This is an optimization exercise on Yosys and OpenROAD, whose aim is small area, not a production implementation. Only simulation tests tie the RTL to the original design; equivalence was not proved. Power is estimated from default activity; no workload was simulated.

// pwm_audio_top
module pwm_audio_top (
  input  wire logic                                   PWM_ADC_CLOCK_100M,
  input  wire logic                                   arst_n,
  input  wire logic [pwm_audio_pkg::FIFO_W:0]         audio_fifo,    
  output logic                                        audio_read,
  input  wire logic [pwm_audio_pkg::FIFO_W:0]         delay_fifo,    
  output logic                                        delay_read,
  output logic                                        pwm_out,
  output logic [pwm_audio_pkg::NUM_CHANNELS-1:0]      speakers
);
clock: 10.0 ns
lec_check: 0
cap_margin: 20
core_margin: 2
core_utilization: 60
cts_buf_list: sky130_fd_sc_hd__clkbuf_8 sky130_fd_sc_hd__clkbuf_16
cts_cluster_diameter: 60
cts_cluster_size: 25
slew_margin: 20
run.sh (not shown) runs the stock make flow with config.mk's settings and CLKGATE_MAP_FILE= SYNTH_SCRIPT=/design/flow/synth_recipe.tcl, a recipe that flattens the netlist after the stock synthesis.
The starting point finished clean.
Change:
--- a/flow/config.mk
+++ b/flow/config.mk
@@ -9,6 +9,6 @@
 export CORE_MARGIN = 2
 export CORE_UTILIZATION = 60
-export CTS_BUF_LIST = sky130_fd_sc_hd__clkbuf_8 sky130_fd_sc_hd__clkbuf_16
-export CTS_CLUSTER_DIAMETER = 60
-export CTS_CLUSTER_SIZE = 25
+export CTS_BUF_LIST = sky130_fd_sc_hd__clkbuf_16
+export CTS_CLUSTER_DIAMETER = 80
+export CTS_CLUSTER_SIZE = 30
 export SLEW_MARGIN = 20
Final cell count drops by 0.71%.
Non-clock buffer count does not change.
Global-route usage decreases by 0.29 points.
Clock-buffer cell count falls by 12.
Routed wire length shrinks by 0.86%.
Critical path depth stays the same.
Worst setup slack is worse by 0.040 ns.
Die area stays the same.
Sequential share of layout area climbs by 0.50 points.
Area after synthesis stays the same.
Change:
==> flow/flow/run.sh (new file) <==
#!/bin/bash
# Standard layout, with the smallest buffer on the ports and a clock tree
# without dummy loads. Each tool's output goes to a log file here.
set -euo pipefail
export BUFFER_PORTS_ARGS="-buffer_cell sky130_fd_sc_hd__buf_1"
export CTS_ARGS="-sink_clustering_enable -repair_clock_nets -sink_clustering_size 30 -sink_clustering_max_diameter 80 -buf_list sky130_fd_sc_hd__clkbuf_16 -dont_use_dummy_load"
bash standard.sh > standard.log 2>&1
==> flow/standard.sh (new file) <==
#!/bin/bash
# synth_recipe.tcl (not shown) runs the flow's synth.tcl, then flattens the netlist and writes it again
# the make line also repeats each setting of config.mk as NAME=value (left out here)
make -C /OpenROAD-flow-scripts/flow DESIGN_CONFIG=/design/flow/config.mk WORK_HOME=/design/flow/orfs CLKGATE_MAP_FILE= SYNTH_SCRIPT=/design/flow/synth_recipe.tcl "${@:-finish}"
removed: flow/run.sh
Sequential share of layout area goes up by 0.86 points.
Hold slack improved by 0.049 ns.
Final cell count falls by about 0.7%.
Synthesized area stays the same.
Combinational power is about the same.
Non-clock buffer count decreases by 4.
Sequential power hardly moves.
Change:
==> flow/run.sh (new file) <==
#!/bin/bash
# synth_recipe.tcl (not shown) runs the flow's synth.tcl, then flattens the netlist and writes it again
# the make line also repeats each setting of config.mk as NAME=value (left out here)
make -C /OpenROAD-flow-scripts/flow DESIGN_CONFIG=/design/flow/config.mk WORK_HOME=/design/flow/orfs CLKGATE_MAP_FILE= SYNTH_SCRIPT=/design/flow/synth_recipe.tcl finish
--- a/flow/config.mk
+++ b/flow/config.mk
@@ -11,4 +11,4 @@
 export CTS_BUF_LIST = sky130_fd_sc_hd__clkbuf_16
 export CTS_CLUSTER_DIAMETER = 80
-export CTS_CLUSTER_SIZE = 30
+export CTS_CLUSTER_SIZE = 40
 export SLEW_MARGIN = 20
removed: flow/flow/run.sh
removed: flow/standard.sh
Result: The new run completed with no timing, DRC or antenna violations. Non-clock buffer count rises by 4. Sequential share of layout area falls by 0.80 points. Design area rises by 2.4%.

---

Setup of yarrow:
Another version of the RTL of pwm_audio_top (not shown whole).
Size in the first run: roughly 1,700 cells after synthesis, about 280 flip-flops.
==> flow/config.mk <==
export PLATFORM = sky130hd
export DESIGN_NAME = pwm_audio_top
export DESIGN_NICKNAME = pwm_audio_top
export VERILOG_FILES = /design/flow/design.v
export SDC_FILE = /design/flow/constraint.sdc
export NUM_CORES = 4
export LEC_CHECK = 0
export CAP_MARGIN = 5
export CORE_MARGIN = 2
export CORE_UTILIZATION = 50
export SLEW_MARGIN = 5
==> flow/constraint.sdc <==
create_clock -name core_clock -period 10.0 [get_ports {PWM_ADC_CLOCK_100M}]
set_input_delay 2.0000 -clock core_clock [delete_from_list [all_inputs] [get_ports {PWM_ADC_CLOCK_100M}]]
set_output_delay 2.0000 -clock core_clock [all_outputs]
set_load 0.01 [all_outputs]
standard.sh (not shown) runs the stock make flow with config.mk's settings and CLKGATE_MAP_FILE= SYNTH_SCRIPT=/design/flow/synth_recipe.tcl, a recipe that flattens the netlist after the stock synthesis.
==> flow/flow/run.sh <==
#!/bin/bash
# The standard layout with three changes:
#  - synthesis maps the logic with flow/abc.script, an area-oriented ABC
#    script, in place of ORFS's abc_speed.script (a copy of ORFS's scripts
#    folder with that one file replaced, used for the synth step only);
#  - the ports get the smallest buffer, sky130_fd_sc_hd__buf_1;
#  - the clock tree uses larger sink clusters and no dummy loads.
# Each step's output goes to a log file of its own in this folder.
set -euo pipefail
rm -rf scripts_synth
cp -r "$FLOW_HOME/scripts" scripts_synth
cp flow/abc.script scripts_synth/abc_speed.script
SCRIPTS_DIR="$PWD/scripts_synth" bash standard.sh synth > synth.log 2>&1
export BUFFER_PORTS_ARGS="-buffer_cell sky130_fd_sc_hd__buf_1"
export CTS_ARGS="-sink_clustering_enable -repair_clock_nets -sink_clustering_size 20 -sink_clustering_max_diameter 60 -buf_list sky130_fd_sc_hd__clkbuf_8 -dont_use_dummy_load"
bash standard.sh > layout.log 2>&1
==> flow/flow/abc.script <==
&get -n
&st
&dc2
&dch -f
&nf -a -R 1000
&put
The following lists how cedar was set up differently from yarrow:
# yarrow
export LEC_CHECK = 0
export CAP_MARGIN = 5
export CORE_MARGIN = 2
export CORE_UTILIZATION = 50
export SLEW_MARGIN = 5
create_clock -name core_clock -period 10.0 [get_ports {PWM_ADC_CLOCK_100M}]
# cedar
export LEC_CHECK = 0
export CAP_MARGIN = 20
export CORE_MARGIN = 2
export CORE_UTILIZATION = 60
export CTS_BUF_LIST = sky130_fd_sc_hd__clkbuf_16
export CTS_CLUSTER_DIAMETER = 80
export CTS_CLUSTER_SIZE = 30
export SLEW_MARGIN = 20
create_clock -name core_clock -period 10.0 [get_ports {PWM_ADC_CLOCK_100M}]
-- flow/flow/run.sh --
<<< yarrow, line 14
export BUFFER_PORTS_ARGS="-buffer_cell sky130_fd_sc_hd__buf_1"
export CTS_ARGS="-sink_clustering_enable -repair_clock_nets -sink_clustering_size 20 -sink_clustering_max_diameter 60 -buf_list sky130_fd_sc_hd__clkbuf_8 -dont_use_dummy_load"
bash standard.sh > layout.log 2>&1
>>> cedar, line 14
export BUFFER_PORTS_ARGS="-buffer_cell sky130_fd_sc_hd__buf_1"
export CTS_ARGS="-sink_clustering_enable -repair_clock_nets -sink_clustering_size 30 -sink_clustering_max_diameter 80 -buf_list sky130_fd_sc_hd__clkbuf_16 -dont_use_dummy_load"
bash standard.sh > layout.log 2>&1
## What came out
In the reports for yarrow and cedar, the smaller share of the clock period used by the worst path after layout belongs to yarrow. Per the comparison of cedar with yarrow, met2 track utilization from global routing went up, signed area change from the synthesized netlist to the final layout did not really move, sequential share of layout area did not really move.
### cedar -> violet
# cedar
export LEC_CHECK = 0
export CAP_MARGIN = 20
export CORE_MARGIN = 2
export CORE_UTILIZATION = 60
export CTS_BUF_LIST = sky130_fd_sc_hd__clkbuf_16
export CTS_CLUSTER_DIAMETER = 80
export CTS_CLUSTER_SIZE = 30
export SLEW_MARGIN = 20
create_clock -name core_clock -period 10.0 [get_ports {PWM_ADC_CLOCK_100M}]
# violet
export LEC_CHECK = 0
export CAP_MARGIN = 20
export CORE_MARGIN = 2
export CORE_UTILIZATION = 50
export SLEW_MARGIN = 20
create_clock -name core_clock -period 10.0 [get_ports {PWM_ADC_CLOCK_100M}]
-- flow/flow/run.sh --
<<< cedar, line 14
export BUFFER_PORTS_ARGS="-buffer_cell sky130_fd_sc_hd__buf_1"
export CTS_ARGS="-sink_clustering_enable -repair_clock_nets -sink_clustering_size 30 -sink_clustering_max_diameter 80 -buf_list sky130_fd_sc_hd__clkbuf_16 -dont_use_dummy_load"
bash standard.sh > layout.log 2>&1
>>> violet, line 14
export BUFFER_PORTS_ARGS="-buffer_cell sky130_fd_sc_hd__buf_1"
export CTS_ARGS="-sink_clustering_enable -repair_clock_nets -sink_clustering_size 20 -sink_clustering_max_diameter 60 -buf_list sky130_fd_sc_hd__clkbuf_8 -dont_use_dummy_load"
bash standard.sh > layout.log 2>&1
==> comparison <==
[compare] base=cedar new=violet: instance area after placement went up by 86 um^2; worst hold slack after final layout decreased 23 ps; final critical-path required period went down by 140 ps; design area ~0 delta; first-pass GRT wire length up 1.5%.
Compared with cedar, violet shows a lower data arrival time of the critical path.
Relative to cedar, the areal power density over the cells measured on violet has decreased slightly.
Final critical-path share of the clock period, violet and cedar: larger value in cedar

[what the ideal ports hide]
Ports are ideal in the flow. The routed layouts listed here were re-timed in OpenROAD. Step 1 (the two cells are an assumption about what drives the block):
set clk [get_ports {PWM_ADC_CLOCK_100M}]
set_driving_cell -lib_cell sky130_fd_sc_hd__clkbuf_16 $clk
set_driving_cell -lib_cell sky130_fd_sc_hd__buf_2 [delete_from_list [all_inputs] $clk]
Step 2 times the ports against the registers' clock, not the clock port: input delays grow and output delays shrink by t, the midpoint of the rising clock arrivals with the driver on. Slacks: ideal / step 1 / step 2; pairs: ideal / step 1.
run | t, ns | setup slack, ns | worst setup path at the end | worst register clock-pin slew, ns | worst slew at a driven data input, ns
the first run of note 1 | 0.621 | 0.815 / 0.815 / 0.815 | register to register | 0.09 / 0.09 | 0.05
the second run of note 1 | 0.578 | 0.775 / 0.775 / 0.775 | register to register | 0.11 / 0.11 | 0.05
the third run of note 1 | 0.569 | 0.870 / 0.870 / 0.870 | register to register | 0.10 / 0.10 | 0.04
the fourth run of note 1 | 0.574 | 0.775 / 0.775 / 0.775 | register to register | 0.12 / 0.12 | 0.05
yarrow | 0.655 | 1.589 / 1.589 / 1.573 | input to register | 0.11 / 0.11 | 0.08
cedar | 0.549 | 1.476 / 1.476 / 1.476 | register to register | 0.11 / 0.11 | 0.04
violet | 0.659 | 1.617 / 1.617 / 1.595 | input to register | 0.11 / 0.11 | 0.08
After both steps setup and hold are still met in every run listed. For violet, which loses most, drivers alone change the setup slack by 0.000 ns; drivers and shift together by -0.022 ns.
